Context: an optimization exercise on an open-source flow, tuned for small area and a short achievable clock period. The choices shown serve that exercise and are no tape-out recipe. In this exercise RTL edits were held to simulation tests only and were not proved equivalent to the original.

==> flow/design.v, too long to show whole: its modules and the start of the top module <==
// module mul_pipe_unit: 1176 lines
module mul_pipe_unit #(
   parameter int WIDTH   = 32,
   parameter int LATENCY = 4
) (
   input  logic               clk,
   input  logic               rst,
   input  logic               start,
   input  logic               is_signed,
   input  logic [WIDTH-1:0]   a,
   input  logic [WIDTH-1:0]   b,
   input  logic               flush,
   output logic               busy,
   output logic               done,
   output logic [2*WIDTH-1:0] result,
   output logic [1:0]         dbg_state
);
  // ...
==> flow/flow/run.sh <==
#!/bin/bash
# Own layout flow: the standard flow, with these changes.
#  1. After the standard synthesis, flow/faflip.py re-chooses the polarity of each full-adder cell
#     (FA(~a,~b,~c) = ~FA(a,b,c)) so that most of the inverters Yosys's extract_fa leaves between
#     adders go away; it also looks through the larger inverters and reuses them as inverted
#     copies, and folds inverters into the xor2/xnor2 gates that feed them. Registers are untouched.
#  2. Ports are buffered with sky130_fd_sc_hd__buf_1 instead of the flow's default pick.
#  3. Synthesis and every later step also leave out the platform's slow complex gates (four-input
#     and-or cells and the like) and its weakest (_0) cells: flow/dont_use.txt lists the platform's own
#     don't-use cells followed by these.
#  4. Up to CTS, repair_timing aims 6.6 ns beyond the clock period on the worst path only (no TNS
#     repair); routing and the steps after it run with the standard margin.
# Each step's output goes to a log file of its own here; ORFS's own logs are under orfs/logs.
set -euo pipefail
R=orfs/results/sky130hd/mul_pipe_unit/base
PORTS="BUFFER_PORTS_ARGS=-buffer_cell sky130_fd_sc_hd__buf_1"
DU="DONT_USE_CELLS=$(cat flow/dont_use.txt)"
bash standard.sh "$DU" synth > log_synth.txt 2>&1
python3 flow/faflip.py $R/1_2_yosys.v $R/1_2_yosys.faflip.v > log_faflip.txt 2>&1
cp $R/1_2_yosys.v $R/1_2_yosys.orig.v
mv $R/1_2_yosys.faflip.v $R/1_2_yosys.v
rm -f $R/1_synth.odb
touch $R/1_2_yosys.v
bash standard.sh "$DU" "$PORTS" SETUP_SLACK_MARGIN=6.6 TNS_END_PERCENT=0 cts > log_cts.txt 2>&1
bash standard.sh "$DU" "$PORTS" finish > log_finish.txt 2>&1
==> flow/flow/dont_use.txt <==
sky130_fd_sc_hd__probe_p_8 sky130_fd_sc_hd__probec_p_8 sky130_fd_sc_hd__lpflow_bleeder_1 sky130_fd_sc_hd__lpflow_clkbufkapwr_1 sky130_fd_sc_hd__lpflow_clkbufkapwr_16 sky130_fd_sc_hd__lpflow_clkbufkapwr_2 sky130_fd_sc_hd__lpflow_clkbufkapwr_4 sky130_fd_sc_hd__lpflow_clkbufkapwr_8 sky130_fd_sc_hd__lpflow_clkinvkapwr_1 sky130_fd_sc_hd__lpflow_clkinvkapwr_16 sky130_fd_sc_hd__lpflow_clkinvkapwr_2 sky130_fd_sc_hd__lpflow_clkinvkapwr_4 sky130_fd_sc_hd__lpflow_clkinvkapwr_8 sky130_fd_sc_hd__lpflow_decapkapwr_12 sky130_fd_sc_hd__lpflow_decapkapwr_3 sky130_fd_sc_hd__lpflow_decapkapwr_4 sky130_fd_sc_hd__lpflow_decapkapwr_6 sky130_fd_sc_hd__lpflow_decapkapwr_8 sky130_fd_sc_hd__lpflow_inputiso0n_1 sky130_fd_sc_hd__lpflow_inputiso0p_1 sky130_fd_sc_hd__lpflow_inputiso1n_1 sky130_fd_sc_hd__lpflow_inputiso1p_1 sky130_fd_sc_hd__lpflow_inputisolatch_1 sky130_fd_sc_hd__lpflow_isobufsrc_1 sky130_fd_sc_hd__lpflow_isobufsrc_16 sky130_fd_sc_hd__lpflow_isobufsrc_2 sky130_fd_sc_hd__lpflow_isobufsrc_4 sky130_fd_sc_hd__lpflow_isobufsrc_8 sky130_fd_sc_hd__lpflow_isobufsrckapwr_16 sky130_fd_sc_hd__lpflow_lsbuf_lh_hl_isowell_tap_1 sky130_fd_sc_hd__lpflow_lsbuf_lh_hl_isowell_tap_2 sky130_fd_sc_hd__lpflow_lsbuf_lh_hl_isowell_tap_4 sky130_fd_sc_hd__lpflow_lsbuf_lh_isowell_4 sky130_fd_sc_hd__lpflow_lsbuf_lh_isowell_tap_1 sky130_fd_sc_hd__lpflow_lsbuf_lh_isowell_tap_2 sky130_fd_sc_hd__lpflow_lsbuf_lh_isowell_tap_4  sky130_fd_sc_hd__a2111o_1 sky130_fd_sc_hd__a2111o_2 sky130_fd_sc_hd__a2111o_4 sky130_fd_sc_hd__a2111oi_0 sky130_fd_sc_hd__a2111oi_1 sky130_fd_sc_hd__a2111oi_2 sky130_fd_sc_hd__a2111oi_4 sky130_fd_sc_hd__a211o_1 sky130_fd_sc_hd__a211o_2 sky130_fd_sc_hd__a211o_4 sky130_fd_sc_hd__a21boi_0 sky130_fd_sc_hd__a221o_1 sky130_fd_sc_hd__a221o_2 sky130_fd_sc_hd__a221o_4 sky130_fd_sc_hd__a221oi_1 sky130_fd_sc_hd__a221oi_2 sky130_fd_sc_hd__a221oi_4 sky130_fd_sc_hd__a222oi_1 sky130_fd_sc_hd__a2bb2o_1 sky130_fd_sc_hd__a2bb2o_2 sky130_fd_sc_hd__a2bb2o_4 sky130_fd_sc_hd__a2bb2oi_1 sky130_fd_sc_hd__a2bb2oi_2 sky130_fd_sc_hd__a2bb2oi_4 sky130_fd_sc_hd__a311o_1 sky130_fd_sc_hd__a311o_2 sky130_fd_sc_hd__a311o_4 sky130_fd_sc_hd__a311oi_1 sky130_fd_sc_hd__a311oi_2 sky130_fd_sc_hd__a311oi_4 sky130_fd_sc_hd__a31o_1 sky130_fd_sc_hd__a31o_2 sky130_fd_sc_hd__a31o_4 sky130_fd_sc_hd__a32o_1 sky130_fd_sc_hd__a32o_2 sky130_fd_sc_hd__a32o_4 sky130_fd_sc_hd__a32oi_1 sky130_fd_sc_hd__a32oi_2 sky130_fd_sc_hd__a32oi_4 sky130_fd_sc_hd__a41o_1 sky130_fd_sc_hd__a41o_2 sky130_fd_sc_hd__a41o_4 sky130_fd_sc_hd__a41oi_1 sky130_fd_sc_hd__a41oi_2 sky130_fd_sc_hd__a41oi_4 sky130_fd_sc_hd__and2_0 sky130_fd_sc_hd__and4_1 sky130_fd_sc_hd__and4_2 sky130_fd_sc_hd__and4_4 sky130_fd_sc_hd__and4b_1 sky130_fd_sc_hd__and4b_2 sky130_fd_sc_hd__and4b_4 sky130_fd_sc_hd__and4bb_1 sky130_fd_sc_hd__and4bb_2 sky130_fd_sc_hd__and4bb_4 sky130_fd_sc_hd__einvn_0 sky130_fd_sc_hd__nand4b_1 sky130_fd_sc_hd__nand4b_2 sky130_fd_sc_hd__nand4b_4 sky130_fd_sc_hd__nand4bb_1 sky130_fd_sc_hd__nand4bb_2 sky130_fd_sc_hd__nand4bb_4 sky130_fd_sc_hd__nor4_1 sky130_fd_sc_hd__nor4_2 sky130_fd_sc_hd__nor4_4 sky130_fd_sc_hd__nor4b_1 sky130_fd_sc_hd__nor4b_2 sky130_fd_sc_hd__nor4b_4 sky130_fd_sc_hd__nor4bb_1 sky130_fd_sc_hd__nor4bb_2 sky130_fd_sc_hd__nor4bb_4 sky130_fd_sc_hd__o2111a_1 sky130_fd_sc_hd__o2111a_2 sky130_fd_sc_hd__o2111a_4 sky130_fd_sc_hd__o2111ai_1 sky130_fd_sc_hd__o2111ai_2 sky130_fd_sc_hd__o2111ai_4 sky130_fd_sc_hd__o211a_1 sky130_fd_sc_hd__o211a_2 sky130_fd_sc_hd__o211a_4 sky130_fd_sc_hd__o21ai_0 sky130_fd_sc_hd__o221a_1 sky130_fd_sc_hd__o221a_2 sky130_fd_sc_hd__o221a_4 sky130_fd_sc_hd__o221ai_1 sky130_fd_sc_hd__o221ai_2 sky130_fd_sc_hd__o221ai_4 sky130_fd_sc_hd__o2bb2a_1 sky130_fd_sc_hd__o2bb2a_2 sky130_fd_sc_hd__o2bb2a_4 sky130_fd_sc_hd__o2bb2ai_1 sky130_fd_sc_hd__o2bb2ai_2 sky130_fd_sc_hd__o2bb2ai_4 sky130_fd_sc_hd__o311a_1 sky130_fd_sc_hd__o311a_2 sky130_fd_sc_hd__o311a_4 sky130_fd_sc_hd__o311ai_0 sky130_fd_sc_hd__o311ai_1 sky130_fd_sc_hd__o311ai_2 sky130_fd_sc_hd__o311ai_4 sky130_fd_sc_hd__o31a_1 sky130_fd_sc_hd__o31a_2 sky130_fd_sc_hd__o31a_4 sky130_fd_sc_hd__o32a_1 sky130_fd_sc_hd__o32a_2 sky130_fd_sc_hd__o32a_4 sky130_fd_sc_hd__o32ai_1 sky130_fd_sc_hd__o32ai_2 sky130_fd_sc_hd__o32ai_4 sky130_fd_sc_hd__o41a_1 sky130_fd_sc_hd__o41a_2 sky130_fd_sc_hd__o41a_4 sky130_fd_sc_hd__o41ai_1 sky130_fd_sc_hd__o41ai_2 sky130_fd_sc_hd__o41ai_4 sky130_fd_sc_hd__or2_0 sky130_fd_sc_hd__or4_1 sky130_fd_sc_hd__or4_2 sky130_fd_sc_hd__or4_4 sky130_fd_sc_hd__or4b_1 sky130_fd_sc_hd__or4b_2 sky130_fd_sc_hd__or4b_4 sky130_fd_sc_hd__or4bb_1 sky130_fd_sc_hd__or4bb_2 sky130_fd_sc_hd__or4bb_4
==> flow/flow/faflip.py <==
#!/usr/bin/env python3
"""Re-choose the polarity of full-adder cells in a Yosys netlist to drop inverters.

A full adder with all three inputs inverted gives both outputs inverted:
FA(~a,~b,~c) = (~sum, ~cout). Yosys's extract_fa often picks the inverted form, which leaves an
inv_1 between most pairs of adders. This pass looks through inv_1 cells, picks for each fa cell
whether to flip it so that the fewest inverters remain, and writes the netlist back with one
inverter per signal that some pin still needs in the other polarity. Larger inverters are looked
through as well and reused as a signal's inverted copy, and an inverter fed only by an xor2/xnor2
is absorbed by swapping that gate for its complement. Flip-flops, ports and all other cells are
left as they are.

usage: faflip.py IN.v OUT.v
"""
import re
import sys

INV = "sky130_fd_sc_hd__inv_1"
FA_PREFIX = "sky130_fd_sc_hd__fa_"
OUT_PINS = {"X", "Y", "Q", "Q_N", "SUM", "COUT", "HI", "LO"}

src = open(sys.argv[1]).read()
m = re.search(r"^(module\s.*?;\n)(.*?)^endmodule", src, re.S | re.M)
head, body = m.group(1), m.group(2)
pre, post = src[: m.start()], src[m.end():]

# split body into declarations, cells and assigns
cell_re = re.compile(r"^\s*(sky130_fd_sc_hd__\w+)\s+(\S+)\s*\((.*?)\);\s*$", re.S | re.M)
decl_lines = []
cells = []
assigns = []
pos = 0
for cm in cell_re.finditer(body):
    chunk = body[pos:cm.start()]
    for ln in chunk.splitlines():
        if ln.strip().startswith("assign"):
            assigns.append(ln)
        elif ln.strip():
            decl_lines.append(ln)
    pins = [(p, s.strip()) for p, s in re.findall(r"\.(\w+)\(([^()]*)\)", cm.group(3))]
    cells.append([cm.group(1), cm.group(2), pins])
    pos = cm.end()
for ln in body[pos:].splitlines():
    if ln.strip().startswith("assign"):
        assigns.append(ln)
    elif ln.strip():
        decl_lines.append(ln)

ports = set()
for ln in head.split("(", 1)[1].split(")")[0].split(","):
    ports.add(ln.strip())


def base_name(net):
    n = net.strip()
    if n.startswith("\\"):
        n = n.split()[0]
    return re.sub(r"\[\d+\]$", "", n.lstrip("\\"))


assign_nets = set()
for a in assigns:
    for tok in re.findall(r"\\\S+|[A-Za-z_][\w$]*(?:\s*\[\d+\])?", a):
        assign_nets.add(base_name(tok))

fixed_net = lambda n: base_name(n) in ports or base_name(n) in assign_nets

# inverters we may absorb: inv_1 whose output is an internal net. Larger inverters stay (they
# were sized for their fanout) but are looked through too, and can serve as a signal's inverted copy.
INV_RE = re.compile(r"sky130_fd_sc_hd__(clk)?inv_\d+$")
inv_of = {}     # output net -> input net
inv_cells = set()
kept_inv = set()
for i, (t, n, pins) in enumerate(cells):
    if INV_RE.match(t):
        d = dict(pins)
        if fixed_net(d["Y"]):
            continue
        inv_of[d["Y"]] = d["A"]
        if t == INV:
            inv_cells.add(i)
        else:
            kept_inv.add(i)


def resolve(net):
    """(base net, polarity) of a net, looking through absorbable inverters."""
    q = 0
    seen = 0
    while net in inv_of and seen < 8:
        net = inv_of[net]
        q ^= 1
        seen += 1
    return net, q


# drivers of base nets
driver = {}
for i, (t, n, pins) in enumerate(cells):
    if i in inv_cells or i in kept_inv:
        continue
    for p, s in pins:
        if p in OUT_PINS:
            driver[s] = (i, p)

fa_idx = [i for i, c in enumerate(cells) if c[0].startswith(FA_PREFIX)]
# an fa may flip only if none of its output nets is a port or used by an assign
can_flip = {}
for i in fa_idx:
    d = dict(cells[i][2])
    can_flip[i] = not any(fixed_net(d[p]) for p in ("SUM", "COUT") if p in d)

flip = {i: 0 for i in fa_idx}

# consumer pins: (cell index, pin, base, q0)
uses = {}
for i, (t, n, pins) in enumerate(cells):
    if i in inv_cells:
        continue
    for p, s in pins:
        if p in OUT_PINS:
            continue
        b, q = resolve(s)
        uses.setdefault(b, []).append((i, p, q))
# nets used by assigns or ports (outputs) need their own polarity
for b in list(inv_of.keys()):
    pass


def phys_pol(b):
    dv = driver.get(b)
    if dv and dv[0] in flip:
        return flip[dv[0]]
    return 0


def need(b):
    """(needs true copy, needs inverted copy) relative to the physical net of b."""
    pp = phys_pol(b)
    t = f = False
    for (i, p, q) in uses.get(b, []):
        want = q ^ (flip[i] if i in flip else 0)
        if want == pp:
            t = True
        else:
            f = True
    return t, f


def cost_of(b):
    t, f = need(b)
    return 1 if f else 0


def local_nets(i):
    d = dict(cells[i][2])
    nets = set()
    for p in ("A", "B", "CIN"):
        nets.add(resolve(d[p])[0])
    for p in ("SUM", "COUT"):
        if p in d:
            nets.add(d[p])
    return nets


total0 = sum(cost_of(b) for b in set(uses))


def greedy():
    improved = True
    rounds = 0
    while improved and rounds < 20:
        improved = False
        rounds += 1
        for i in fa_idx:
            if not can_flip[i]:
                continue
            nets = local_nets(i)
            before = sum(cost_of(b) for b in nets)
            flip[i] ^= 1
            after = sum(cost_of(b) for b in nets)
            if after < before:
                improved = True
            else:
                flip[i] ^= 1


import random
rng = random.Random(1)
greedy()
best = (sum(cost_of(b) for b in set(uses)), dict(flip))
for trial in range(40):
    # perturb the best assignment a little and descend again
    for i in fa_idx:
        flip[i] = best[1][i]
        if can_flip[i] and rng.random() < 0.15:
            flip[i] ^= 1
    greedy()
    c = sum(cost_of(b) for b in set(uses))
    if c < best[0]:
        best = (c, dict(flip))
flip.update(best[1])
total1 = sum(cost_of(b) for b in set(uses))
sys.stderr.write(f"faflip: {len(inv_cells)} absorbable inverters, signals needing an inverter "
                 f"{total0} -> {total1}, flipped {sum(flip.values())} of {len(fa_idx)} adders\n")

# rebuild
new_decl = []
counter = [0]


def fresh(prefix):
    counter[0] += 1
    name = f"_faflip_{prefix}{counter[0]}_"
    new_decl.append(f"  wire {name};")
    return name


inv_net = {}   # base -> net carrying the complement of its physical net
phys_net = {}  # base -> physical net name (renamed when the driver flips)
for b in set(uses) | set(driver):
    phys_net[b] = b
for i in fa_idx:
    if flip[i]:
        d = dict(cells[i][2])
        for p in ("SUM", "COUT"):
            if p in d:
                phys_net[d[p]] = fresh("p")

new_cells = []
# a kept inverter whose input reads the physical net of b already gives b's inverted copy
kept_copy = {}
for i in sorted(kept_inv):
    d = dict(cells[i][2])
    b, q = resolve(d["A"])
    if q == phys_pol(b) and b not in kept_copy:
        kept_copy[b] = d["Y"]
for b in sorted(set(uses)):
    t, f = need(b)
    if f:
        if b in kept_copy:
            inv_net[b] = kept_copy[b]
            continue
        nm = fresh("n")
        inv_net[b] = nm
        new_cells.append((INV, f"_faflip_inv{counter[0]}_", [("A", phys_net[b]), ("Y", nm)]))

out_cells = []
for i, (t, n, pins) in enumerate(cells):
    if i in inv_cells:
        continue
    newpins = []
    for p, s in pins:
        if p in OUT_PINS:
            newpins.append((p, phys_net.get(s, s)))
            continue
        if i in kept_inv and kept_copy.get(resolve(s)[0]) == dict(pins)["Y"]:
            newpins.append((p, phys_net[resolve(s)[0]]))
            continue
        b, q = resolve(s)
        want = q ^ (flip[i] if i in flip else 0)
        if want == phys_pol(b):
            newpins.append((p, phys_net[b]))
        else:
            newpins.append((p, inv_net[b]))
    out_cells.append((t, n, newpins))
out_cells.extend(new_cells)

# absorb an inverter into the xor2/xnor2 that alone feeds it: swap the gate for its complement
SWAP = {"sky130_fd_sc_hd__xor2_1": ("sky130_fd_sc_hd__xnor2_1", "X", "Y"),
        "sky130_fd_sc_hd__xnor2_1": ("sky130_fd_sc_hd__xor2_1", "Y", "X")}
fanout = {}
drv_at = {}
for k, (t, n, pins) in enumerate(out_cells):
    for p, s_ in pins:
        if p in OUT_PINS:
            drv_at[s_] = k
        else:
            fanout[s_] = fanout.get(s_, 0) + 1
dead = set()
swapped = 0
for k, (t, n, pins) in enumerate(out_cells):
    if t != INV:
        continue
    d = dict(pins)
    a, y = d["A"], d["Y"]
    j = drv_at.get(a)
    if j is None or j in dead or fanout.get(a, 0) != 1 or fixed_net(a):
        continue
    tj, nj, pj = out_cells[j]
    if tj not in SWAP:
        continue
    newt, op, np_ = SWAP[tj]
    out_cells[j] = (newt, nj, [(np_ if p == op else p, y if p == op else s_) for p, s_ in pj])
    dead.add(k)
    swapped += 1
out_cells = [c for k, c in enumerate(out_cells) if k not in dead]
sys.stderr.write(f"faflip: absorbed {swapped} inverters into xor/xnor gates\n")

# a flipped adder's old output net may still be a consumer-free name: if some pin wanted the
# true value of a flipped signal it now reads the inverter, so the old name is simply unused.
lines = [head]
lines.extend(decl_lines)
lines.extend(new_decl)
for t, n, pins in out_cells:
    pl = ",\n".join(f"    .{p}({s}{' ' if s.startswith(chr(92)) else ''})" for p, s in pins)
    lines.append(f"  {t} {n} (\n{pl}\n  );")
lines.extend(assigns)
open(sys.argv[2], "w").write(pre + "\n".join(lines) + "\nendmodule" + post)
==> flow/standard.sh <==
#!/bin/bash
# synth_recipe.tcl (not shown) runs the flow's synth.tcl, then flattens the netlist and writes it again
# the make line also repeats each setting of config.mk as NAME=value (left out here)
make -C /OpenROAD-flow-scripts/flow DESIGN_CONFIG=/design/flow/config.mk WORK_HOME=/design/flow/orfs CLKGATE_MAP_FILE= SYNTH_SCRIPT=/design/flow/synth_recipe.tcl "${@:-finish}"
==> flow/config.mk <==
export PLATFORM = sky130hd
export DESIGN_NAME = mul_pipe_unit
export DESIGN_NICKNAME = mul_pipe_unit
export VERILOG_FILES = /design/flow/design.v
export SDC_FILE = /design/flow/constraint.sdc
export NUM_CORES = 4
export LEC_CHECK = 0
export CAP_MARGIN = 20
export CORE_MARGIN = 2
export CORE_UTILIZATION = 55
export SLEW_MARGIN = 20
==> flow/constraint.sdc <==
create_clock -name core_clock -period 11.0 [get_ports {clk}]
set_input_delay 2.2000 -clock core_clock [delete_from_list [all_inputs] [get_ports {clk}]]
set_output_delay 2.2000 -clock core_clock [all_outputs]
set_load 0.01 [all_outputs]
==> flow_summary_export.csv, run 1 <==
group,metric,value,unit
status,outcome,"complete, no violations",
cts,clkLatencyLatePin,0.46,ns
setup_path,worst-path-buf-inv,2,
setup_path,crit_chain,"buf_6 -> a22oi_1 -> xnor2_1 -> fa_1 -> inv_1 -> fa_1 -> fa_1 -> fa_1 -> ha_1 -> a21o_1 -> a21oi_1 -> o21bai_1 -> a21oi_1 -> xnor2_1 -> and2_1",
setup_path,critPathCapture,"acc[17]$_SDFF_PN0_",
setup_path,r2r-start,"sel_two[3]$_DFF_P_",
timing,max-slew-margin-rel,34.53,%
layout,final_cell_mix,"a22oi_1 (188), fa_1 (167), xnor2_1 (166), dfxtp_1 (138), buf_1 (135)",
synth,netlist_area,15980,µm²
cts,clock_tree.buffer_depth,2,
floorplan,dieArea,30430,µm²
global_route,grt_pass1_wl,72330,µm
route,drt-met1-wl,20280,µm
cts,path_clk_slew,0.08,ns
placement,dp.cells,2000,
cts,cts_setup_buffers,55,
layout,layout_commonest_cell,"a22oi_1",
global_route,grt_overflow,0,
placement,dpl-instance-area,16300,µm²
global_route,grt_pass1_vias,12380,
global_route,use_met2,49.04,%
cts,cts-root-buf,"clkbuf_16",
setup_path,path_delay_family,"adder cells",
timing,fin_crit,4.477,ns
setup_path,criticalPathCategory,"flip-flop to flip-flop",
route,maxUsedRoutingLayer,"met4",
cts,h-tree-depth,4,
layout,signal_buffers,215,
layout,final_nets,2011,
cts,clkSinkCount,187,
flow_run,maxCapViolCount,0,
==> run 2, diff against run 1 <==
--- a/flow/design.v
+++ b/flow/design.v
@@ -22,19 +22,19 @@
    logic [23:0]       bl;       
    logic              bp;       
    logic [5:0]        sel_neg, sel_one, sel_two;    
    logic [5:0]        nx_neg, nx_one, nx_two;       
    logic [12:0]       nb;       
    logic [32:0]       acc;      
    logic [44:0]       sum;
    logic [44:0]       rx, ry;
-   logic [5:0]        dn;       
-   logic [5:0]        dc;       
-   logic [5:0]        rc;       
+   logic [10:0]        dn;       
+   logic [10:0]        dc;       
+   logic [10:0]        rc;       
    logic [39:0]       rhi;      
    wire s1;
    wire c2;
    wire s3;
    wire c4;
    wire s5;
    wire c6;
    wire s7;
@@ -654,104 +654,104 @@
    assign pp5[26] = ((one5 & a_r[26]) | (two5 & a_r[25])) ^ neg5;
    assign pp5[27] = ((one5 & a_r[27]) | (two5 & a_r[26])) ^ neg5;
    assign pp5[28] = ((one5 & a_r[28]) | (two5 & a_r[27])) ^ neg5;
    assign pp5[29] = ((one5 & a_r[29]) | (two5 & a_r[28])) ^ neg5;
    assign pp5[30] = ((one5 & a_r[30]) | (two5 & a_r[29])) ^ neg5;
    assign pp5[31] = ((one5 & a_r[31]) | (two5 & a_r[30])) ^ neg5;
    assign pp5[32] = ((one5 & a_r[32]) | (two5 & a_r[31])) ^ neg5;
    assign pp5[33] = ((one5 & a_r[32]) | (two5 & a_r[32])) ^ neg5;
-   assign s1 = acc[6] ^ dc[1];
-   assign c2 = acc[6] & dc[1];
+   assign s1 = acc[6] ^ dc[2];
+   assign c2 = acc[6] & dc[2];
    assign s3 = acc[8] ^ neg4;
    assign c4 = acc[8] & neg4;
-   assign s5 = acc[9] ^ pp0[9];
-   assign c6 = acc[9] & pp0[9];
+   assign s5 = acc[9] ^ dc[3] ^ pp0[9];
+   assign c6 = (acc[9] & dc[3]) | (acc[9] & pp0[9]) | (dc[3] & pp0[9]);
    assign s7 = acc[10] ^ neg5 ^ pp0[10];
    assign c8 = (acc[10] & neg5) | (acc[10] & pp0[10]) | (neg5 & pp0[10]);
    assign s9 = pp1[8] ^ pp2[6];
    assign c10 = pp1[8] & pp2[6];
    assign s11 = acc[11] ^ pp0[11] ^ pp1[9];
    assign c12 = (acc[11] & pp0[11]) | (acc[11] & pp1[9]) | (pp0[11] & pp1[9]);
    assign s13 = pp2[7] ^ pp3[5];
    assign c14 = pp2[7] & pp3[5];
-   assign s15 = acc[12] ^ dc[2] ^ pp0[12];
-   assign c16 = (acc[12] & dc[2]) | (acc[12] & pp0[12]) | (dc[2] & pp0[12]);
+   assign s15 = acc[12] ^ dc[4] ^ pp0[12];
+   assign c16 = (acc[12] & dc[4]) | (acc[12] & pp0[12]) | (dc[4] & pp0[12]);
    assign s17 = pp1[10] ^ pp2[8] ^ pp3[6];
    assign c18 = (pp1[10] & pp2[8]) | (pp1[10] & pp3[6]) | (pp2[8] & pp3[6]);
    assign s19 = acc[13] ^ pp0[13] ^ pp1[11];
    assign c20 = (acc[13] & pp0[13]) | (acc[13] & pp1[11]) | (pp0[13] & pp1[11]);
    assign s21 = pp2[9] ^ pp3[7];
    assign c22 = pp2[9] & pp3[7];
    assign s23 = acc[14] ^ pp0[14] ^ pp1[12];
    assign c24 = (acc[14] & pp0[14]) | (acc[14] & pp1[12]) | (pp0[14] & pp1[12]);
    assign s25 = pp2[10] ^ pp3[8];
    assign c26 = pp2[10] & pp3[8];
-   assign s27 = acc[15] ^ pp0[15] ^ pp1[13];
-   assign c28 = (acc[15] & pp0[15]) | (acc[15] & pp1[13]) | (pp0[15] & pp1[13]);
-   assign s29 = pp2[11] ^ pp3[9];
-   assign c30 = pp2[11] & pp3[9];
+   assign s27 = acc[15] ^ dc[5] ^ pp0[15];
+   assign c28 = (acc[15] & dc[5]) | (acc[15] & pp0[15]) | (dc[5] & pp0[15]);
+   assign s29 = pp1[13] ^ pp2[11] ^ pp3[9];
+   assign c30 = (pp1[13] & pp2[11]) | (pp1[13] & pp3[9]) | (pp2[11] & pp3[9]);
    assign s31 = acc[16] ^ pp0[16] ^ pp1[14];
    assign c32 = (acc[16] & pp0[16]) | (acc[16] & pp1[14]) | (pp0[16] & pp1[14]);
    assign s33 = pp2[12] ^ pp3[10];
    assign c34 = pp2[12] & pp3[10];
    assign s35 = acc[17] ^ pp0[17] ^ pp1[15];
    assign c36 = (acc[17] & pp0[17]) | (acc[17] & pp1[15]) | (pp0[17] & pp1[15]);
    assign s37 = pp2[13] ^ pp3[11];
    assign c38 = pp2[13] & pp3[11];
-   assign s39 = acc[18] ^ dc[3] ^ pp0[18];
-   assign c40 = (acc[18] & dc[3]) | (acc[18] & pp0[18]) | (dc[3] & pp0[18]);
+   assign s39 = acc[18] ^ dc[6] ^ pp0[18];
+   assign c40 = (acc[18] & dc[6]) | (acc[18] & pp0[18]) | (dc[6] & pp0[18]);
    assign s41 = pp1[16] ^ pp2[14] ^ pp3[12];
    assign c42 = (pp1[16] & pp2[14]) | (pp1[16] & pp3[12]) | (pp2[14] & pp3[12]);
    assign s43 = acc[19] ^ pp0[19] ^ pp1[17];
    assign c44 = (acc[19] & pp0[19]) | (acc[19] & pp1[17]) | (pp0[19] & pp1[17]);
    assign s45 = pp2[15] ^ pp3[13];
    assign c46 = pp2[15] & pp3[13];
    assign s47 = acc[20] ^ pp0[20] ^ pp1[18];
    assign c48 = (acc[20] & pp0[20]) | (acc[20] & pp1[18]) | (pp0[20] & pp1[18]);
    assign s49 = pp2[16] ^ pp3[14];
    assign c50 = pp2[16] & pp3[14];
-   assign s51 = acc[21] ^ pp0[21] ^ pp1[19];
-   assign c52 = (acc[21] & pp0[21]) | (acc[21] & pp1[19]) | (pp0[21] & pp1[19]);
-   assign s53 = pp2[17] ^ pp3[15];
-   assign c54 = pp2[17] & pp3[15];
+   assign s51 = acc[21] ^ dc[7] ^ pp0[21];
+   assign c52 = (acc[21] & dc[7]) | (acc[21] & pp0[21]) | (dc[7] & pp0[21]);
+   assign s53 = pp1[19] ^ pp2[17] ^ pp3[15];
+   assign c54 = (pp1[19] & pp2[17]) | (pp1[19] & pp3[15]) | (pp2[17] & pp3[15]);
    assign s55 = acc[22] ^ pp0[22] ^ pp1[20];
    assign c56 = (acc[22] & pp0[22]) | (acc[22] & pp1[20]) | (pp0[22] & pp1[20]);
    assign s57 = pp2[18] ^ pp3[16];
    assign c58 = pp2[18] & pp3[16];
    assign s59 = acc[23] ^ pp0[23] ^ pp1[21];
    assign c60 = (acc[23] & pp0[23]) | (acc[23] & pp1[21]) | (pp0[23] & pp1[21]);
    assign s61 = pp2[19] ^ pp3[17];
    assign c62 = pp2[19] & pp3[17];
-   assign s63 = acc[24] ^ dc[4] ^ pp0[24];
-   assign c64 = (acc[24] & dc[4]) | (acc[24] & pp0[24]) | (dc[4] & pp0[24]);
+   assign s63 = acc[24] ^ dc[8] ^ pp0[24];
+   assign c64 = (acc[24] & dc[8]) | (acc[24] & pp0[24]) | (dc[8] & pp0[24]);
    assign s65 = pp1[22] ^ pp2[20] ^ pp3[18];
    assign c66 = (pp1[22] & pp2[20]) | (pp1[22] & pp3[18]) | (pp2[20] & pp3[18]);
    assign s67 = acc[25] ^ pp0[25] ^ pp1[23];
    assign c68 = (acc[25] & pp0[25]) | (acc[25] & pp1[23]) | (pp0[25] & pp1[23]);
    assign s69 = pp2[21] ^ pp3[19];
    assign c70 = pp2[21] & pp3[19];
    assign s71 = acc[26] ^ pp0[26] ^ pp1[24];
    assign c72 = (acc[26] & pp0[26]) | (acc[26] & pp1[24]) | (pp0[26] & pp1[24]);
    assign s73 = pp2[22] ^ pp3[20];
    assign c74 = pp2[22] & pp3[20];
-   assign s75 = acc[27] ^ pp0[27] ^ pp1[25];
-   assign c76 = (acc[27] & pp0[27]) | (acc[27] & pp1[25]) | (pp0[27] & pp1[25]);
-   assign s77 = pp2[23] ^ pp3[21];
-   assign c78 = pp2[23] & pp3[21];
+   assign s75 = acc[27] ^ dc[9] ^ pp0[27];
+   assign c76 = (acc[27] & dc[9]) | (acc[27] & pp0[27]) | (dc[9] & pp0[27]);
+   assign s77 = pp1[25] ^ pp2[23] ^ pp3[21];
+   assign c78 = (pp1[25] & pp2[23]) | (pp1[25] & pp3[21]) | (pp2[23] & pp3[21]);
    assign s79 = acc[28] ^ pp0[28] ^ pp1[26];
    assign c80 = (acc[28] & pp0[28]) | (acc[28] & pp1[26]) | (pp0[28] & pp1[26]);
    assign s81 = pp2[24] ^ pp3[22];
    assign c82 = pp2[24] & pp3[22];
    assign s83 = acc[29] ^ pp0[29] ^ pp1[27];
    assign c84 = (acc[29] & pp0[29]) | (acc[29] & pp1[27]) | (pp0[29] & pp1[27]);
    assign s85 = pp2[25] ^ pp3[23];
    assign c86 = pp2[25] & pp3[23];
-   assign s87 = acc[30] ^ dc[5] ^ pp0[30];
-   assign c88 = (acc[30] & dc[5]) | (acc[30] & pp0[30]) | (dc[5] & pp0[30]);
+   assign s87 = acc[30] ^ dc[10] ^ pp0[30];
+   assign c88 = (acc[30] & dc[10]) | (acc[30] & pp0[30]) | (dc[10] & pp0[30]);
    assign s89 = pp1[28] ^ pp2[26] ^ pp3[24];
    assign c90 = (pp1[28] & pp2[26]) | (pp1[28] & pp3[24]) | (pp2[26] & pp3[24]);
    assign s91 = acc[31] ^ pp0[31] ^ pp1[29];
    assign c92 = (acc[31] & pp0[31]) | (acc[31] & pp1[29]) | (pp0[31] & pp1[29]);
    assign s93 = pp2[27] ^ pp3[25];
    assign c94 = pp2[27] & pp3[25];
    assign s95 = 1'b1 ^ ~acc[32] ^ pp0[32];
    assign c96 = (1'b1 & ~acc[32]) | (1'b1 & pp0[32]) | (~acc[32] & pp0[32]);
@@ -892,18 +892,18 @@
    assign s231 = ~pp2[33] ^ pp3[31] ^ pp4[29];
    assign c232 = (~pp2[33] & pp3[31]) | (~pp2[33] & pp4[29]) | (pp3[31] & pp4[29]);
    assign s233 = 1'b1 ^ pp3[32];
    assign c234 = 1'b1 & pp3[32];
    assign s235 = acc[0] ^ dc[0];
    assign c236 = acc[0] & dc[0];
    assign s237 = acc[2] ^ neg1;
    assign c238 = acc[2] & neg1;
-   assign s239 = acc[3] ^ pp0[3];
-   assign c240 = acc[3] & pp0[3];
+   assign s239 = acc[3] ^ dc[1] ^ pp0[3];
+   assign c240 = (acc[3] & dc[1]) | (acc[3] & pp0[3]) | (dc[1] & pp0[3]);
    assign s241 = pp0[4] ^ pp1[2] ^ pp2[0];
    assign c242 = (pp0[4] & pp1[2]) | (pp0[4] & pp2[0]) | (pp1[2] & pp2[0]);
    assign s243 = pp1[3] ^ pp2[1] ^ c104;
    assign c244 = (pp1[3] & pp2[1]) | (pp1[3] & c104) | (pp2[1] & c104);
    assign s245 = pp3[0] ^ c106 ^ s107;
    assign c246 = (pp3[0] & c106) | (pp3[0] & s107) | (c106 & s107);
    assign s247 = c108 ^ c110 ^ s111;
    assign c248 = (c108 & c110) | (c108 & s111) | (c110 & s111);
@@ -1057,21 +1057,26 @@
    assign c396 = (pp5[30] & c312) | (pp5[30] & s313) | (c312 & s313);
    assign s397 = ~pp4[33] ^ pp5[31] ^ c314;
    assign c398 = (~pp4[33] & pp5[31]) | (~pp4[33] & c314) | (pp5[31] & c314);
    assign s399 = 1'b1 ^ pp5[32];
    assign c400 = 1'b1 & pp5[32];
    assign rx  = {1'b1, c400, c398, c396, c394, c392, c390, c388, c386, c384, c382, c380, c378, c376, c374, c372, c370, c368, c366, c364, c362, c360, c358, c356, c354, c352, c350, c348, c346, c344, c342, c340, c338, c336, c334, c332, c330, c328, c326, c324, c322, c320, c318, c316, s315};
    assign ry  = {1'b0, ~pp5[33], s399, s397, s395, s393, s391, s389, s387, s385, s383, s381, s379, s377, s375, s373, s371, s369, s367, s365, s363, s361, s359, s357, s355, s353, s351, s349, s347, s345, s343, s341, s339, s337, s335, s333, s331, s329, s327, s325, s323, s321, s319, s317, pp0[0]};
    assign {dn[0], sum[11:0]} = {1'b0, rx[11:0]} + {1'b0, ry[11:0]};
-   assign {dn[1], sum[17:12]} = {1'b0, rx[17:12]} + {1'b0, ry[17:12]};
-   assign {dn[2], sum[23:18]} = {1'b0, rx[23:18]} + {1'b0, ry[23:18]};
-   assign {dn[3], sum[29:24]} = {1'b0, rx[29:24]} + {1'b0, ry[29:24]};
-   assign {dn[4], sum[35:30]} = {1'b0, rx[35:30]} + {1'b0, ry[35:30]};
-   assign {dn[5], sum[41:36]} = {1'b0, rx[41:36]} + {1'b0, ry[41:36]};
+   assign {dn[1], sum[14:12]} = {1'b0, rx[14:12]} + {1'b0, ry[14:12]};
+   assign {dn[2], sum[17:15]} = {1'b0, rx[17:15]} + {1'b0, ry[17:15]};
+   assign {dn[3], sum[20:18]} = {1'b0, rx[20:18]} + {1'b0, ry[20:18]};
+   assign {dn[4], sum[23:21]} = {1'b0, rx[23:21]} + {1'b0, ry[23:21]};
+   assign {dn[5], sum[26:24]} = {1'b0, rx[26:24]} + {1'b0, ry[26:24]};
+   assign {dn[6], sum[29:27]} = {1'b0, rx[29:27]} + {1'b0, ry[29:27]};
+   assign {dn[7], sum[32:30]} = {1'b0, rx[32:30]} + {1'b0, ry[32:30]};
+   assign {dn[8], sum[35:33]} = {1'b0, rx[35:33]} + {1'b0, ry[35:33]};
+   assign {dn[9], sum[38:36]} = {1'b0, rx[38:36]} + {1'b0, ry[38:36]};
+   assign {dn[10], sum[41:39]} = {1'b0, rx[41:39]} + {1'b0, ry[41:39]};
    assign sum[44:42] = rx[44:42] + ry[44:42];
    assign nb = busy_r ? {bl[11:0], bp} : {b[11:0], 1'b0};
    always_comb begin
       for (int i = 0; i < 6; i++) begin
          nx_neg[i] = nb[2*i+2];
          nx_one[i] = nb[2*i+1] ^ nb[2*i];
          nx_two[i] = (nb[2*i+2] & ~nb[2*i+1] & ~nb[2*i]) | (~nb[2*i+2] & nb[2*i+1] & nb[2*i]);
       end
@@ -1117,60 +1122,102 @@
          dc  <= dn;
       end
       sel_neg <= nx_neg;
       sel_one <= nx_one;
       sel_two <= nx_two;
    end
    assign busy      = busy_r;
    assign done      = done_r;
-   wire ba0 = &result_r[41:36];
-   wire ba1 = &result_r[47:42];
-   wire ba2 = &result_r[53:48];
-   wire ba3 = &result_r[59:54];
-   wire ba4 = &result_r[63:60];
+   wire ba0 = &result_r[38:36];
+   wire ba1 = &result_r[41:39];
+   wire ba2 = &result_r[44:42];
+   wire ba3 = &result_r[47:45];
+   wire ba4 = &result_r[50:48];
+   wire ba5 = &result_r[53:51];
+   wire ba6 = &result_r[56:54];
+   wire ba7 = &result_r[59:57];
+   wire ba8 = &result_r[62:60];
+   wire ba9 = &result_r[63:63];
    wire bg1_1 = (rc[1] & ba1) | (ba1 & (rc[0] & ba0));
    wire bp1_1 = ba1 & ba0;
    wire bg1_2 = (rc[2] & ba2) | (ba2 & (rc[1] & ba1));
    wire bp1_2 = ba2 & ba1;
    wire bg1_3 = (rc[3] & ba3) | (ba3 & (rc[2] & ba2));
    wire bp1_3 = ba3 & ba2;
+   wire bg1_4 = (rc[4] & ba4) | (ba4 & (rc[3] & ba3));
+   wire bp1_4 = ba4 & ba3;
+   wire bg1_5 = (rc[5] & ba5) | (ba5 & (rc[4] & ba4));
+   wire bp1_5 = ba5 & ba4;
+   wire bg1_6 = (rc[6] & ba6) | (ba6 & (rc[5] & ba5));
+   wire bp1_6 = ba6 & ba5;
+   wire bg1_7 = (rc[7] & ba7) | (ba7 & (rc[6] & ba6));
+   wire bp1_7 = ba7 & ba6;
+   wire bg1_8 = (rc[8] & ba8) | (ba8 & (rc[7] & ba7));
+   wire bp1_8 = ba8 & ba7;
    wire bg2_2 = bg1_2 | (bp1_2 & (rc[0] & ba0));
    wire bp2_2 = bp1_2 & ba0;
    wire bg2_3 = bg1_3 | (bp1_3 & bg1_1);
    wire bp2_3 = bp1_3 & bp1_1;
+   wire bg2_4 = bg1_4 | (bp1_4 & bg1_2);
+   wire bp2_4 = bp1_4 & bp1_2;
+   wire bg2_5 = bg1_5 | (bp1_5 & bg1_3);
+   wire bp2_5 = bp1_5 & bp1_3;
+   wire bg2_6 = bg1_6 | (bp1_6 & bg1_4);
+   wire bp2_6 = bp1_6 & bp1_4;
+   wire bg2_7 = bg1_7 | (bp1_7 & bg1_5);
+   wire bp2_7 = bp1_7 & bp1_5;
+   wire bg2_8 = bg1_8 | (bp1_8 & bg1_6);
+   wire bp2_8 = bp1_8 & bp1_6;
+   wire bg3_4 = bg2_4 | (bp2_4 & (rc[0] & ba0));
+   wire bp3_4 = bp2_4 & ba0;
+   wire bg3_5 = bg2_5 | (bp2_5 & bg1_1);
+   wire bp3_5 = bp2_5 & bp1_1;
+   wire bg3_6 = bg2_6 | (bp2_6 & bg2_2);
+   wire bp3_6 = bp2_6 & bp2_2;
+   wire bg3_7 = bg2_7 | (bp2_7 & bg2_3);
+   wire bp3_7 = bp2_7 & bp2_3;
+   wire bg3_8 = bg2_8 | (bp2_8 & bg2_4);
+   wire bp3_8 = bp2_8 & bp2_4;
+   wire bg4_8 = bg3_8 | (bp3_8 & (rc[0] & ba0));
+   wire bp4_8 = bp3_8 & ba0;
    wire bc0 = rc[0];
    assign rhi[12] = result_r[36] ^ bc0;
    assign rhi[13] = (result_r[36]) ? (result_r[37] ^ bc0) : result_r[37];
    assign rhi[14] = (result_r[36] & result_r[37]) ? (result_r[38] ^ bc0) : result_r[38];
-   assign rhi[15] = (result_r[36] & result_r[37] & result_r[38]) ? (result_r[39] ^ bc0) : result_r[39];
-   assign rhi[16] = (result_r[36] & result_r[37] & result_r[38] & result_r[39]) ? (result_r[40] ^ bc0) : result_r[40];
-   assign rhi[17] = (result_r[36] & result_r[37] & result_r[38] & result_r[39] & result_r[40]) ? (result_r[41] ^ bc0) : result_r[41];
    wire bc1 = (rc[1] | (rc[0] & ba0));
-   assign rhi[18] = result_r[42] ^ bc1;
-   assign rhi[19] = (result_r[42]) ? (result_r[43] ^ bc1) : result_r[43];
-   assign rhi[20] = (result_r[42] & result_r[43]) ? (result_r[44] ^ bc1) : result_r[44];
-   assign rhi[21] = (result_r[42] & result_r[43] & result_r[44]) ? (result_r[45] ^ bc1) : result_r[45];
-   assign rhi[22] = (result_r[42] & result_r[43] & result_r[44] & result_r[45]) ? (result_r[46] ^ bc1) : result_r[46];
-   assign rhi[23] = (result_r[42] & result_r[43] & result_r[44] & result_r[45] & result_r[46]) ? (result_r[47] ^ bc1) : result_r[47];
+   assign rhi[15] = result_r[39] ^ bc1;
+   assign rhi[16] = (result_r[39]) ? (result_r[40] ^ bc1) : result_r[40];
+   assign rhi[17] = (result_r[39] & result_r[40]) ? (result_r[41] ^ bc1) : result_r[41];
    wire bc2 = (rc[2] | bg1_1);
-   assign rhi[24] = result_r[48] ^ bc2;
-   assign rhi[25] = (result_r[48]) ? (result_r[49] ^ bc2) : result_r[49];
-   assign rhi[26] = (result_r[48] & result_r[49]) ? (result_r[50] ^ bc2) : result_r[50];
-   assign rhi[27] = (result_r[48] & result_r[49] & result_r[50]) ? (result_r[51] ^ bc2) : result_r[51];
-   assign rhi[28] = (result_r[48] & result_r[49] & result_r[50] & result_r[51]) ? (result_r[52] ^ bc2) : result_r[52];
-   assign rhi[29] = (result_r[48] & result_r[49] & result_r[50] & result_r[51] & result_r[52]) ? (result_r[53] ^ bc2) : result_r[53];
+   assign rhi[18] = result_r[42] ^ bc2;
+   assign rhi[19] = (result_r[42]) ? (result_r[43] ^ bc2) : result_r[43];
+   assign rhi[20] = (result_r[42] & result_r[43]) ? (result_r[44] ^ bc2) : result_r[44];
    wire bc3 = (rc[3] | bg2_2);
-   assign rhi[30] = result_r[54] ^ bc3;
-   assign rhi[31] = (result_r[54]) ? (result_r[55] ^ bc3) : result_r[55];
-   assign rhi[32] = (result_r[54] & result_r[55]) ? (result_r[56] ^ bc3) : result_r[56];
-   assign rhi[33] = (result_r[54] & result_r[55] & result_r[56]) ? (result_r[57] ^ bc3) : result_r[57];
-   assign rhi[34] = (result_r[54] & result_r[55] & result_r[56] & result_r[57]) ? (result_r[58] ^ bc3) : result_r[58];
-   assign rhi[35] = (result_r[54] & result_r[55] & result_r[56] & result_r[57] & result_r[58]) ? (result_r[59] ^ bc3) : result_r[59];
+   assign rhi[21] = result_r[45] ^ bc3;
+   assign rhi[22] = (result_r[45]) ? (result_r[46] ^ bc3) : result_r[46];
+   assign rhi[23] = (result_r[45] & result_r[46]) ? (result_r[47] ^ bc3) : result_r[47];
    wire bc4 = (rc[4] | bg2_3);
-   assign rhi[36] = result_r[60] ^ bc4;
-   assign rhi[37] = (result_r[60]) ? (result_r[61] ^ bc4) : result_r[61];
-   assign rhi[38] = (result_r[60] & result_r[61]) ? (result_r[62] ^ bc4) : result_r[62];
-   assign rhi[39] = (result_r[60] & result_r[61] & result_r[62]) ? (result_r[63] ^ bc4) : result_r[63];
+   assign rhi[24] = result_r[48] ^ bc4;
+   assign rhi[25] = (result_r[48]) ? (result_r[49] ^ bc4) : result_r[49];
+   assign rhi[26] = (result_r[48] & result_r[49]) ? (result_r[50] ^ bc4) : result_r[50];
+   wire bc5 = (rc[5] | bg3_4);
+   assign rhi[27] = result_r[51] ^ bc5;
+   assign rhi[28] = (result_r[51]) ? (result_r[52] ^ bc5) : result_r[52];
+   assign rhi[29] = (result_r[51] & result_r[52]) ? (result_r[53] ^ bc5) : result_r[53];
+   wire bc6 = (rc[6] | bg3_5);
+   assign rhi[30] = result_r[54] ^ bc6;
+   assign rhi[31] = (result_r[54]) ? (result_r[55] ^ bc6) : result_r[55];
+   assign rhi[32] = (result_r[54] & result_r[55]) ? (result_r[56] ^ bc6) : result_r[56];
+   wire bc7 = (rc[7] | bg3_6);
+   assign rhi[33] = result_r[57] ^ bc7;
+   assign rhi[34] = (result_r[57]) ? (result_r[58] ^ bc7) : result_r[58];
+   assign rhi[35] = (result_r[57] & result_r[58]) ? (result_r[59] ^ bc7) : result_r[59];
+   wire bc8 = (rc[8] | bg3_7);
+   assign rhi[36] = result_r[60] ^ bc8;
+   assign rhi[37] = (result_r[60]) ? (result_r[61] ^ bc8) : result_r[61];
+   assign rhi[38] = (result_r[60] & result_r[61]) ? (result_r[62] ^ bc8) : result_r[62];
+   wire bc9 = (rc[9] | bg4_8);
+   assign rhi[39] = result_r[63] ^ bc9;
    assign rhi[11:0] = result_r[35:24];
    assign result    = {rhi, result_r[23:0]};
    assign dbg_state = {1'b0, busy_r};
 endmodule
==> run 2 against run 1 <==
Die area up 0.85%. Sequential share of layout area up 2.0 points. Critical path depth down 2. Via count down 4.4%. Synthesized cell count down 1.3%. Maximum frequency up 0.88%. Wire length down 8.0%. Global-route usage down 2.6 points.
==> flow_summary_export.csv, run 2 <==
group,metric,value,unit
layout,largest_reg_flops,64,
cts,cts_hold_buf,0,
timing,slew_viol_final,0,
synth,ys_warn_count,1,
timing,max-slew-margin-rel,44.06,%
placement,gp_congestion,0.8524,
global_route,antenna_found_initial,0,
cts,clkSinkCount,197,
setup_path,critical_path_arrival,4.76,ns
cts,cts_setup_buffers,0,
floorplan,dieArea,30680,µm²
cts,cts-resized-gates,4,
route,firstDrtPassIters,7,
setup_path,crit_chain,"inv_1 -> buf_4 -> fa_1 -> fa_1 -> inv_1 -> fa_1 -> fa_1 -> ha_1 -> fa_1 -> inv_1 -> nor2_1 -> a21oi_1 -> nor2_1",
layout,drive_above_1_share,5.835,%
route,ant_nets,0,
cts,cts_tree,"done",
setup_path,slowest_delay,0.54,ns
layout,fillers,2604,
floorplan,start_util,55.99,%
placement,place_hpwl,30420,µm
layout,final_area,17060,µm²
setup_path,r2r_setup_slack,6.56,ns
cts,cts_made_buffers,17,
layout,fin_util,59.29,%
setup_path,cp-start-kind,"flip-flop",
cts,clock_tree.buffer_depth,2,
flow_run,maxCapViolCount,0,
floorplan,die_h,175.2,µm
synth,syn-num-nets,1936,
route,drt_iter0_drc,1218,
layout,n_antenna_cell,0,
synth,avgSynthCellArea,9.978,µm²
route,routedWlPerCell,21.25,µm
global_route,grt_overflow,0,
route,vias,11650,
timing,setup_tns,0,ns
timing,hold_viol_final,0,
setup_path,critPathSlowestCell,"fa_1",
cts,h-tree-depth,4,
floorplan,ioPinCount,137,
setup_path,critPathRequiredTime,11.32,ns
cts,cts-root-buf,"clkbuf_16",
floorplan,dieWidth,175.2,µm
placement,dpl-instance-area,16450,µm²
timing,fin_crit,4.437,ns
layout,layout_commonest_cell,"a22oi_1",
layout,reg_top3,"result_r (64), a_r (33), acc (33)",
timing,tightestPinTransition,0.8391,ns
setup_path,crit_fanout,19,
timing,max_freq,0.2254,GHz
global_route,grt_max_degree,68,
route,drcViolationCount,0,
setup_path,criticalPathCategory,"flip-flop to flip-flop",
route,wirelength,42750,µm
global_route,grt_pass1_wl,67350,µm
hold_path,hold_path_class,"flip-flop to flip-flop",
setup_path,cpMostUsedCell,"fa_1",
global_route,grt_pass1_vias,11400,
timing,holdWs,0.4544,ns
placement,dp.cells,1980,
setup_path,end_kind,"flip-flop",
layout,final_nets,1936,
timing,grt_setup_unrepaired,"false",
timing,period_share,40.34,%
floorplan,coreArea,28780,µm²
timing,fin_worst_skew,0.02046,ns
placement,portBuffers,135,
synth,synthCells,1615,
layout,regMostFlops,"result_r",
route,via_per_inst,5.788,
cts,clkLatencyLatePin,0.47,ns
layout,final_cell_mix,"a22oi_1 (193), fa_1 (182), xnor2_1 (181), dfxtp_1 (157), buf_1 (135)",
status,outcome,"complete, no violations",
layout,final_cells,2012,
floorplan,rows,62,
timing,setup_viol,0,
global_route,grt.total_usage,28.76,%
cts,path_clk_slew,0.09,ns
synth,netlist_area,16110,µm²
layout,syn_to_final_growth,5.885,%
==> run 2: critical path, delay by kind of cell, from the launching register on <==
kind / cells / cell delay [ns]
adder cells (fa/ha/maj): 6 / 2.68
buffers and inverters: 4 / 0.87
flip-flops: 1 / 0.51
AO/OA/AOI/OAI: 1 / 0.12
AND/OR/NAND/NOR: 2 / 0.10
==> run 2: path summary, 6_finish.rpt <==
path / cells past startpoint / from / to
min reg2reg: 2 / bl[2]$_DFF_P_ / result_r[2]$_SDFFE_PN0P_
max: 13 / bp$_DFF_P_ / result_r[37]$_SDFFE_PN0P_
min: 2 / bl[2]$_DFF_P_ / result_r[2]$_SDFFE_PN0P_
max reg2reg: 13 / bp$_DFF_P_ / result_r[37]$_SDFFE_PN0P_
==> run 2: per-stage QoR <==
stage                     worst slack, ns
after floorplan                     6.811
after global routing                6.368
final                               6.563
after CTS                           6.527
after detailed placement            5.977
after global placement              6.065
==> run 2: layer usage <==
layer	track usage [%]	up-vias	routed length [µm]
li1	-	5377	-
met1	45.25	5717	20490
met2	40.39	498	18080
met3	5.614	53	3491
met4	7.014	0	687
met5	0	-	0
==> run 2: area by class of cell <==
cell class                 instances  area, µm²  area share (%)
clock inverter                    15      178.9           1.049
clock buffer                      17      425.4           2.493
tap                              384      480.5           2.816
timing repair buffer             158      679.4           3.982
sequential                       197       4288           25.13
multi-input combinational       1155      10690           62.64
inverter                          86      322.8           1.892

[afterwards: timing with drivers on the ports]
No port has a modelled driver above. Below, the same layouts with a new extraction and two added sets of constraints. Step 1: set_driving_cell puts a clkbuf_16 on clk and a buf_2 on each other input, an assumption about the parent block. Step 2 moves the port delays by t, midway between the first and last clock arrival at a register: inputs arrive t later, outputs are due t later. That takes back most of the time a late clock gives input paths. a / b / c = ideal / step 1 / step 2; a / b = the first two.
run	shift t [ns]	setup slack, ns	clock arrival spread, ns	slew at the worst register clock pin (ns)
run 1	0.497	6.523 / 6.511 / 6.523	0.016 / 0.015	0.08 / 0.08
run 2	0.509	6.563 / 6.522 / 6.563	0.020 / 0.020	0.09 / 0.09
After both steps setup and hold are still met in every run listed.
